This design comes from an exercise in tuning for small area, a short achievable clock period and few clock cycles per item on the open sky130 flow, not from production work.
Power is estimated from default activity; no workload was simulated.

## run A
// kmeans_top
module kmeans_top #(
    parameter int num_pixels = 100,
    parameter int iterations = 3
) (
    input  logic                clk,
    input  logic                reset,
    input  logic                start,
    output logic [16-1:0]   pixel_addr,
    input  logic signed [16-1:0] a_data,
    input  logic                cluster_id_rdata,
    input  logic                rgb_dark,
    output logic                cluster_id_we,
    output logic                cluster_id_wdata,
    output logic                lab_clear,
    output logic                done_kmeans,
    output logic                done_cluster
);
Size: roughly 1,200 cells after synthesis, about 130 flip-flops, roughly 42 I/O pins, roughly 8700 um2 of cells after synthesis.
export LEC_CHECK = 0
export ABC_AREA = 1
export CAP_MARGIN = 20
export CORE_MARGIN = 2
export CORE_UTILIZATION = 40
export CTS_BUF_LIST = sky130_fd_sc_hd__clkbuf_8
export SETUP_SLACK_MARGIN = 3.4
export SLEW_MARGIN = 20
create_clock -name core_clock -period 5.5 [get_ports {clk}]
standard.sh (not shown) runs the stock make flow with config.mk's settings and CLKGATE_MAP_FILE= SYNTH_SCRIPT=/design/flow/synth_recipe.tcl, a recipe that flattens the netlist after the stock synthesis.
==> flow/flow/run.sh <==
#!/bin/bash
set -euo pipefail
bash standard.sh finish "BUFFER_PORTS_ARGS=-buffer_cell sky130_fd_sc_hd__buf_4" \
    > standard_flow.log 2>&1
Setup changes, run A to run B
--- a/flow/design.v
+++ b/flow/design.v
@@ -20,19 +20,19 @@
     localparam int AW = 7;               
     localparam int QW = 16;              
     localparam int RW = 7;               
     localparam int TW = RW + QW;         
     localparam logic [1:0] M_IDLE = 2'd0;
     localparam logic [1:0] M_RD   = 2'd1;    
     localparam logic [1:0] M_DV   = 2'd2;    
     localparam logic [1:0] M_IL   = 2'd3;    
     localparam logic [AW-1:0] LAST   = AW'(num_pixels - 1);
-    localparam logic [AW-1:0] DV_JMP = AW'(128 - QW - 4);
+    localparam logic [AW-1:0] DV_JMP = AW'(128 - QW - 6);
     localparam logic [QW-1:0] C0U = QW'(0 + 32768);
     localparam logic [QW-1:0] C1U = QW'(5 + 32768);
     logic [1:0]    mode;
     logic          pass2;
     logic [AW-1:0] addr;
     logic          ph;       
     logic          ilf;      
     logic          dv, dvf;  
     logic          lv, lvf;  
@@ -40,21 +40,19 @@
     logic          lab_q, labn_q, sn_q, id_q, dark_q;
     logic [QW-1:0] lo0, lo1;
     logic [RW-1:0] hi0, hi1;
     logic          c0, c1;
     logic [TW-1:0] acc0, acc1;
     assign acc0 = {hi0 + RW'(c0), lo0};
     assign acc1 = {hi1 + RW'(c1), lo1};
     logic [AW-1:0] n0, n1;
     logic [QW-1:0] h;
-    logic          fin1_q;   
     logic          fin_q;    
-    logic          opu_q;    
     logic          divstep;  
     logic          we_q, wd_q, lc_q, dk_q, dc_q;
     assign pixel_addr       = {{(16-AW){1'b0}}, addr};
     assign cluster_id_we    = we_q;
     assign cluster_id_wdata = wd_q;
     assign lab_clear        = lc_q;
     assign done_kmeans      = dk_q;
     assign done_cluster     = dc_q;
     logic [SW-1:0] u_in;
@@ -73,35 +71,39 @@
         t  = {1'b0, r2} - {2'b00, den};
         if (!t[RW+1])
             dstep = {t[RW-1:0], s[QW-2:0], 1'b1};
         else
             dstep = {r2[RW-1:0], s[QW-2:0], 1'b0};
     endfunction
     logic [TW-1:0] ds0, ds1;
     assign ds0 = dstep({hi0, lo0}, n0);
     assign ds1 = dstep({hi1, lo1}, n1);
-    logic k0, k1, kq1;
+    logic k0, k1, kq0;
     logic e0q, e1q;      
     assign k0 = !e0q && !lo0[QW-1] && (|hi0);
     assign k1 = !e1q && !lo1[QW-1] && (|hi1);
-    logic [QW-1:0] opnd0;
-    logic          cin0;
-    logic [QW+1:0] acc_t0;
-    logic [QW:0]   acc_sum0, acc_sum1;
-    assign opnd0 = (u_q & {QW{opu_q}})
-                 | ({QW{fin_q}} & (e1q ? C1U : lo1));
-    assign cin0  = fin_q ? kq1 : (fin1_q & k0);
-    assign acc_t0   = {1'b0, lo0, 1'b1} + {1'b0, opnd0, cin0};
-    assign acc_sum0 = acc_t0[QW+1:1];
+    logic [QW:0] acc_sum0, acc_sum1;
+    assign acc_sum0 = {1'b0, lo0} + {1'b0, u_q};
     assign acc_sum1 = {1'b0, lo1} + {1'b0, u_q};
+    logic upd1, upd2, upd3;
+    assign upd1 = (mode == M_DV) && (addr == 7'd125);
+    assign upd2 = (mode == M_DV) && (addr == 7'd126);
+    assign upd3 = (mode == M_DV) && (&addr);
     always_ff @(posedge clk)
     begin
-        u_q    <= u_in;
+        if (upd1)
+            u_q <= QW'(k1);
+        else if (upd2)
+            u_q <= QW'(kq0);
+        else if (upd3)
+            u_q <= e1q ? C1U : lo1;
+        else
+            u_q <= u_in;
         lab_q  <= (u_in > h);
         labn_q <= !(u_in > h);
         sn_q   <= (a_data < (-10));
         id_q   <= cluster_id_rdata;
         dark_q <= rgb_dark;
     end
     always_ff @(posedge clk)
     begin
         if (idle || fin_q)
@@ -138,60 +140,57 @@
                 else
                     n1 <= n1 + 1'b1;
             end
         end
         if (divstep)
         begin
             e0q <= (n0 == '0);
             e1q <= (n1 == '0);
         end
-        if (fin1_q)
-        begin
+        if (upd1)
+            kq0 <= k0;
+        if (upd2)
+            lo1 <= acc_sum1[QW-1:0];
+        if (upd3)
             lo0 <= e0q ? C0U : acc_sum0[QW-1:0];
-            kq1 <= k1;
-        end
         if (idle)
             h <= QW'(({1'b0, C0U} + {1'b0, C1U}) >> 1);
         else if (fin_q)
             h <= acc_sum0[QW:1];
     end
     always_ff @(posedge clk)
     begin
         if (reset)
         begin
             mode  <= M_IDLE;
             pass2 <= 1'b0;
             addr  <= '0;
             ph    <= 1'b0;
             ilf   <= 1'b0;
             dv    <= 1'b0;
             dvf   <= 1'b0;
             lv    <= 1'b0;
             lvf   <= 1'b0;
-            fin1_q <= 1'b0;
             fin_q <= 1'b0;
-            opu_q <= 1'b1;
             divstep <= 1'b0;
             we_q  <= 1'b0;
             wd_q  <= 1'b0;
             lc_q  <= 1'b0;
             dk_q  <= 1'b0;
             dc_q  <= 1'b0;
         end
         else
         begin
             lv    <= dv;
             lvf   <= dvf;
             dv    <= 1'b0;
             dvf   <= 1'b0;
-            fin1_q <= 1'b0;
-            fin_q <= fin1_q;
-            opu_q <= !((mode == M_DV && addr == 7'd126) || fin1_q);
+            fin_q <= upd3;
             divstep <= 1'b0;
             we_q  <= 1'b0;
             lc_q  <= 1'b0;
             case (mode)
                 M_IDLE:
                     if (start)
                     begin
                         dv    <= 1'b1;
                         addr  <= addr + 1'b1;
@@ -208,20 +207,19 @@
                         addr <= DV_JMP;
                         mode <= M_DV;
                     end
                     else
                         addr <= addr + 1'b1;
                 end
                 M_DV:
                 begin
                     addr    <= addr + 1'b1;
-                    divstep <= (addr >= DV_JMP + 2'd2) && (addr <= 7'd125);
-                    fin1_q  <= (addr == 7'd126);
+                    divstep <= (addr >= DV_JMP + 2'd2) && (addr <= 7'd123);
                     if (&addr)
                     begin
                         pass2 <= 1'b1;
                         ph    <= 1'b0;
                         ilf   <= 1'b0;
                         mode  <= pass2 ? M_IL : M_RD;
                     end
                 end
                 default:  
[summary]
Run B vs run A: power per unit of standard cell area down
Changes observed in run B relative to run A: area used by sequential logic in the layout has decreased, simple-gate portion of the synthesized area has increased.
Number of buffers outside the clock class in the layout in run B is 17 below run A.
Summary of run B over run A: core utilization of the finished layout now sits lower, detailed-routing iteration count for the pre-antenna-repair pass moved up, xor/xnor cell area share of the yosys netlist flat.
Summary of run B over run A: area inside the core boundary saw an increase; via count of the first global-routing pass shows an increase of 843; sequential cell count lower.
Relative to run A, area added between synthesis and finish has gone down in run B.
The cell total after placement number comes out lower for run A vs run B.
Between run A and run B, the max-capacitance violation count does not differ in any meaningful way.
Cmp run B vs run A: largest stage delay on the critical path lower in run B
No functional check of the RTL was part of any run of this note.

========
Setup of red:
The RTL this note starts from:
==> flow/design.v <==
`timescale 1ns/1ps
module kmeans_top #(
    parameter int num_pixels = 100,
    parameter int iterations = 3
) (
    input  logic                clk,
    input  logic                reset,
    input  logic                start,
    output logic [16-1:0]   pixel_addr,
    input  logic signed [16-1:0] a_data,
    input  logic                cluster_id_rdata,
    input  logic                rgb_dark,
    output logic                cluster_id_we,
    output logic                cluster_id_wdata,
    output logic                lab_clear,
    output logic                done_kmeans,
    output logic                done_cluster
);
    localparam int SW = 16;    
    localparam int AW = 7;               
    localparam int QW = 16;              
    localparam int RW = 7;               
    localparam int TW = RW + QW;         
    localparam logic [1:0] M_IDLE = 2'd0;
    localparam logic [1:0] M_RD   = 2'd1;    
    localparam logic [1:0] M_DV   = 2'd2;    
    localparam logic [1:0] M_IL   = 2'd3;    
    localparam logic [AW-1:0] LAST   = AW'(num_pixels - 1);
    localparam logic [AW-1:0] DV_JMP = AW'(128 - QW - 4);
    localparam logic [QW-1:0] C0U = QW'(0 + 32768);
    localparam logic [QW-1:0] C1U = QW'(5 + 32768);
    logic [1:0]    mode;
    logic          pass2;
    logic [AW-1:0] addr;
    logic          ph;       
    logic          ilf;      
    logic          dv, dvf;  
    logic          lv, lvf;  
    logic [SW-1:0] u_q;
    logic          lab_q, labn_q, sn_q, id_q, dark_q;
    logic [QW-1:0] lo0, lo1;
    logic [RW-1:0] hi0, hi1;
    logic          c0, c1;
    logic [TW-1:0] acc0, acc1;
    assign acc0 = {hi0 + RW'(c0), lo0};
    assign acc1 = {hi1 + RW'(c1), lo1};
    logic [AW-1:0] n0, n1;
    logic [QW-1:0] h;
    logic          fin1_q;   
    logic          fin_q;    
    logic          opu_q;    
    logic          divstep;  
    logic          we_q, wd_q, lc_q, dk_q, dc_q;
    assign pixel_addr       = {{(16-AW){1'b0}}, addr};
    assign cluster_id_we    = we_q;
    assign cluster_id_wdata = wd_q;
    assign lab_clear        = lc_q;
    assign done_kmeans      = dk_q;
    assign done_cluster     = dc_q;
    logic [SW-1:0] u_in;
    logic          sel;
    assign u_in = {~a_data[SW-1], a_data[SW-2:0]};
    assign sel  = (n1 > n0);
    logic idle;
    assign idle    = (mode == M_IDLE);
    function automatic logic [TW-1:0] dstep(
        input logic [TW-1:0] s,
        input logic [AW-1:0] den
    );
        logic [RW:0]   r2;
        logic [RW+1:0] t;
        r2 = s[TW-1:QW-1];
        t  = {1'b0, r2} - {2'b00, den};
        if (!t[RW+1])
            dstep = {t[RW-1:0], s[QW-2:0], 1'b1};
        else
            dstep = {r2[RW-1:0], s[QW-2:0], 1'b0};
    endfunction
    logic [TW-1:0] ds0, ds1;
    assign ds0 = dstep({hi0, lo0}, n0);
    assign ds1 = dstep({hi1, lo1}, n1);
    logic k0, k1, kq1;
    logic e0q, e1q;      
    assign k0 = !e0q && !lo0[QW-1] && (|hi0);
    assign k1 = !e1q && !lo1[QW-1] && (|hi1);
    logic [QW-1:0] opnd0;
    logic          cin0;
    logic [QW+1:0] acc_t0;
    logic [QW:0]   acc_sum0, acc_sum1;
    assign opnd0 = (u_q & {QW{opu_q}})
                 | ({QW{fin_q}} & (e1q ? C1U : lo1));
    assign cin0  = fin_q ? kq1 : (fin1_q & k0);
    assign acc_t0   = {1'b0, lo0, 1'b1} + {1'b0, opnd0, cin0};
    assign acc_sum0 = acc_t0[QW+1:1];
    assign acc_sum1 = {1'b0, lo1} + {1'b0, u_q};
    always_ff @(posedge clk)
    begin
        u_q    <= u_in;
        lab_q  <= (u_in > h);
        labn_q <= !(u_in > h);
        sn_q   <= (a_data < (-10));
        id_q   <= cluster_id_rdata;
        dark_q <= rgb_dark;
    end
    always_ff @(posedge clk)
    begin
        if (idle || fin_q)
        begin
            {hi0, c0, lo0} <= '0;
            {hi1, c1, lo1} <= '0;
            n0   <= '0;
            n1   <= '0;
        end
        else if (divstep)
        begin
            {hi0, lo0} <= ds0;
            {hi1, lo1} <= ds1;
            c0 <= 1'b0;
            c1 <= 1'b0;
        end
        else
        begin
            hi0 <= acc0[TW-1:QW];
            hi1 <= acc1[TW-1:QW];
            c0  <= 1'b0;
            c1  <= 1'b0;
        end
        if (lv && !lvf)
        begin
            if (lab_q)
                {c1, lo1} <= acc_sum1;
            else
                {c0, lo0} <= acc_sum0;
            if (mode != M_IL || sn_q)
            begin
                if (labn_q)
                    n0 <= n0 + 1'b1;
                else
                    n1 <= n1 + 1'b1;
            end
        end
        if (divstep)
        begin
            e0q <= (n0 == '0);
            e1q <= (n1 == '0);
        end
        if (fin1_q)
        begin
            lo0 <= e0q ? C0U : acc_sum0[QW-1:0];
            kq1 <= k1;
        end
        if (idle)
            h <= QW'(({1'b0, C0U} + {1'b0, C1U}) >> 1);
        else if (fin_q)
            h <= acc_sum0[QW:1];
    end
    always_ff @(posedge clk)
    begin
        if (reset)
        begin
            mode  <= M_IDLE;
            pass2 <= 1'b0;
            addr  <= '0;
            ph    <= 1'b0;
            ilf   <= 1'b0;
            dv    <= 1'b0;
            dvf   <= 1'b0;
            lv    <= 1'b0;
            lvf   <= 1'b0;
            fin1_q <= 1'b0;
            fin_q <= 1'b0;
            opu_q <= 1'b1;
            divstep <= 1'b0;
            we_q  <= 1'b0;
            wd_q  <= 1'b0;
            lc_q  <= 1'b0;
            dk_q  <= 1'b0;
            dc_q  <= 1'b0;
        end
        else
        begin
            lv    <= dv;
            lvf   <= dvf;
            dv    <= 1'b0;
            dvf   <= 1'b0;
            fin1_q <= 1'b0;
            fin_q <= fin1_q;
            opu_q <= !((mode == M_DV && addr == 7'd126) || fin1_q);
            divstep <= 1'b0;
            we_q  <= 1'b0;
            lc_q  <= 1'b0;
            case (mode)
                M_IDLE:
                    if (start)
                    begin
                        dv    <= 1'b1;
                        addr  <= addr + 1'b1;
                        mode  <= M_RD;
                        pass2 <= 1'b0;
                        dk_q  <= 1'b0;
                        dc_q  <= 1'b0;
                    end
                M_RD:
                begin
                    dv <= 1'b1;
                    if (addr == LAST)
                    begin
                        addr <= DV_JMP;
                        mode <= M_DV;
                    end
                    else
                        addr <= addr + 1'b1;
                end
                M_DV:
                begin
                    addr    <= addr + 1'b1;
                    divstep <= (addr >= DV_JMP + 2'd2) && (addr <= 7'd125);
                    fin1_q  <= (addr == 7'd126);
                    if (&addr)
                    begin
                        pass2 <= 1'b1;
                        ph    <= 1'b0;
                        ilf   <= 1'b0;
                        mode  <= pass2 ? M_IL : M_RD;
                    end
                end
                default:  
                begin
                    ph <= ~ph;
                    if (!ph)
                    begin
                        dv   <= (addr <= LAST);
                        dvf  <= ilf;
                        addr <= (addr == '0) ? LAST : addr - 1'b1;
                        if (lv)
                        begin
                            we_q <= 1'b1;
                            if (lvf)
                            begin
                                wd_q <= ~(id_q ^ sel);
                                lc_q <= (id_q ^ sel) | dark_q;
                                dk_q <= 1'b1;
                            end
                            else
                                wd_q <= !labn_q;
                        end
                    end
                    else
                    begin
                        if (addr == LAST)
                        begin
                            if (dk_q)
                            begin
                                addr <= '0;
                                dc_q <= 1'b1;
                                mode <= M_IDLE;
                            end
                            else
                                addr <= AW'(1);
                        end
                        else if (!ilf && addr == LAST - 1'b1)
                        begin
                            addr <= '0;
                            ilf  <= 1'b1;
                        end
                        else
                            addr <= addr + 2'd2;
                    end
                end
            endcase
        end
    end
endmodule
==> flow/config.mk <==
export PLATFORM = sky130hd
export DESIGN_NAME = kmeans_top
export DESIGN_NICKNAME = kmeans_top
export VERILOG_FILES = /design/flow/design.v
export SDC_FILE = /design/flow/constraint.sdc
export NUM_CORES = 4
export LEC_CHECK = 0
export ABC_AREA = 1
export CAP_MARGIN = 20
export CORE_MARGIN = 2
export CORE_UTILIZATION = 40
export CTS_BUF_LIST = sky130_fd_sc_hd__clkbuf_8
export SETUP_SLACK_MARGIN = 3.3
export SLEW_MARGIN = 20
==> flow/constraint.sdc <==
create_clock -name core_clock -period 5.5 [get_ports {clk}]
set_input_delay 1.1000 -clock core_clock [delete_from_list [all_inputs] [get_ports {clk}]]
set_output_delay 1.1000 -clock core_clock [all_outputs]
set_load 0.01 [all_outputs]
Scripts as last shown in full above: flow/flow/run.sh
Setup changes, red to blue
-- flow/design.v --
<<< red, line 49
    logic          fin1_q;   
    logic          fin_q;    
    logic          opu_q;    
    logic          divstep;  
    logic          we_q, wd_q, lc_q, dk_q, dc_q;
>>> blue, line 49
    logic          fin1_q;   
    logic          fin_q;    
    logic          divstep;  
    logic          we_q, wd_q, lc_q, dk_q, dc_q;
<<< red, line 84
    assign k0 = !e0q && !lo0[QW-1] && (|hi0);
    assign k1 = !e1q && !lo1[QW-1] && (|hi1);
    logic [QW-1:0] opnd0;
    logic          cin0;
    logic [QW+1:0] acc_t0;
    logic [QW:0]   acc_sum0, acc_sum1;
    assign opnd0 = (u_q & {QW{opu_q}})
                 | ({QW{fin_q}} & (e1q ? C1U : lo1));
    assign cin0  = fin_q ? kq1 : (fin1_q & k0);
    assign acc_t0   = {1'b0, lo0, 1'b1} + {1'b0, opnd0, cin0};
    assign acc_sum0 = acc_t0[QW+1:1];
    assign acc_sum1 = {1'b0, lo1} + {1'b0, u_q};
    always_ff @(posedge clk)
    begin
        u_q    <= u_in;
        lab_q  <= (u_in > h);
        labn_q <= !(u_in > h);
>>> blue, line 83
    assign k0 = !e0q && !lo0[QW-1] && (|hi0);
    assign k1 = !e1q && !lo1[QW-1] && (|hi1);
    logic          cin0;
    logic [QW+1:0] acc_t0;
    logic [QW:0]   acc_sum0, acc_sum1;
    assign cin0  = fin_q ? kq1 : (fin1_q & k0);
    assign acc_t0   = {1'b0, lo0, 1'b1} + {1'b0, u_q, cin0};
    assign acc_sum0 = acc_t0[QW+1:1];
    assign acc_sum1 = {1'b0, lo1} + {1'b0, u_q};
    logic fin1_d;    
    assign fin1_d = (mode == M_DV) && (addr == 7'd126);
    always_ff @(posedge clk)
    begin
        if (fin1_d)
            u_q <= '0;
        else if (fin1_q)
            u_q <= e1q ? C1U : lo1;
        else
            u_q <= u_in;
        lab_q  <= (u_in > h);
        labn_q <= !(u_in > h);
<<< red, line 170
            fin1_q <= 1'b0;
            fin_q <= 1'b0;
            opu_q <= 1'b1;
            divstep <= 1'b0;
            we_q  <= 1'b0;
>>> blue, line 173
            fin1_q <= 1'b0;
            fin_q <= 1'b0;
            divstep <= 1'b0;
            we_q  <= 1'b0;
<<< red, line 186
            fin1_q <= 1'b0;
            fin_q <= fin1_q;
            opu_q <= !((mode == M_DV && addr == 7'd126) || fin1_q);
            divstep <= 1'b0;
            we_q  <= 1'b0;
>>> blue, line 188
            fin1_q <= 1'b0;
            fin_q <= fin1_q;
            divstep <= 1'b0;
            we_q  <= 1'b0;
<<< red, line 216
                    addr    <= addr + 1'b1;
                    divstep <= (addr >= DV_JMP + 2'd2) && (addr <= 7'd125);
                    fin1_q  <= (addr == 7'd126);
                    if (&addr)
                    begin
>>> blue, line 217
                    addr    <= addr + 1'b1;
                    divstep <= (addr >= DV_JMP + 2'd2) && (addr <= 7'd125);
                    fin1_q  <= fin1_d;
                    if (&addr)
                    begin
### Flow results
red → blue: clock net sink count moved down; total track usage moved down; post-route core utilization went down by 2.4 points; vertical extent of the die went up by 0.90%; simple-gate portion of the synthesized area now larger.
Looking at worst path buffer plus inverter count, blue sits 3 below red.
Between blue and red, it is blue whose growth of design area from synthesis to finish is lower, by 4.8 points.
Going from red to blue, cell area decreased by 2.3% relative to the old numbers, clock period minus final worst setup slack moved down, met2 global-route usage now sits lower, multi-input gate share of the layout cell area decreased by 0.39 points relative to the old numbers.
No functional check of the RTL was part of any run of this note.

what the ideal ports hide:
The flow's constraints put no driver on any port. The routed layouts listed below were extracted and timed again, unchanged, in two steps.
Step 1: set_driving_cell puts a clkbuf_16 on clk and a buf_2 on each other input, an assumption about the parent block.
Step 2, shift: input delay + t, output delay - t, t = (earliest + latest rising clock arrival at the registers) / 2. This alone moves slack from input paths to output paths.
Slacks: no drivers / after step 1 / after step 2; pairs: no drivers / after step 1.
run	shift t [ns]	setup slack, ns	hold WS [ns]	worst setup path after step 2	cell pins on the clock port's net
run A	0.497	3.131 / 3.131 / 3.000	0.409 / 0.409 / 0.409	input to register	1
run B	0.492	3.433 / 3.396 / 3.165	0.423 / 0.423 / 0.423	input to register	1
red	0.499	3.135 / 3.135 / 2.998	0.405 / 0.405 / 0.405	input to register	1
blue	0.483	3.305 / 3.305 / 2.959	0.403 / 0.403 / 0.403	input to register	1
After both steps setup and hold are still met in every run listed. For blue, which loses most, drivers alone change the setup slack by 0.000 ns; drivers and shift together by -0.346 ns.
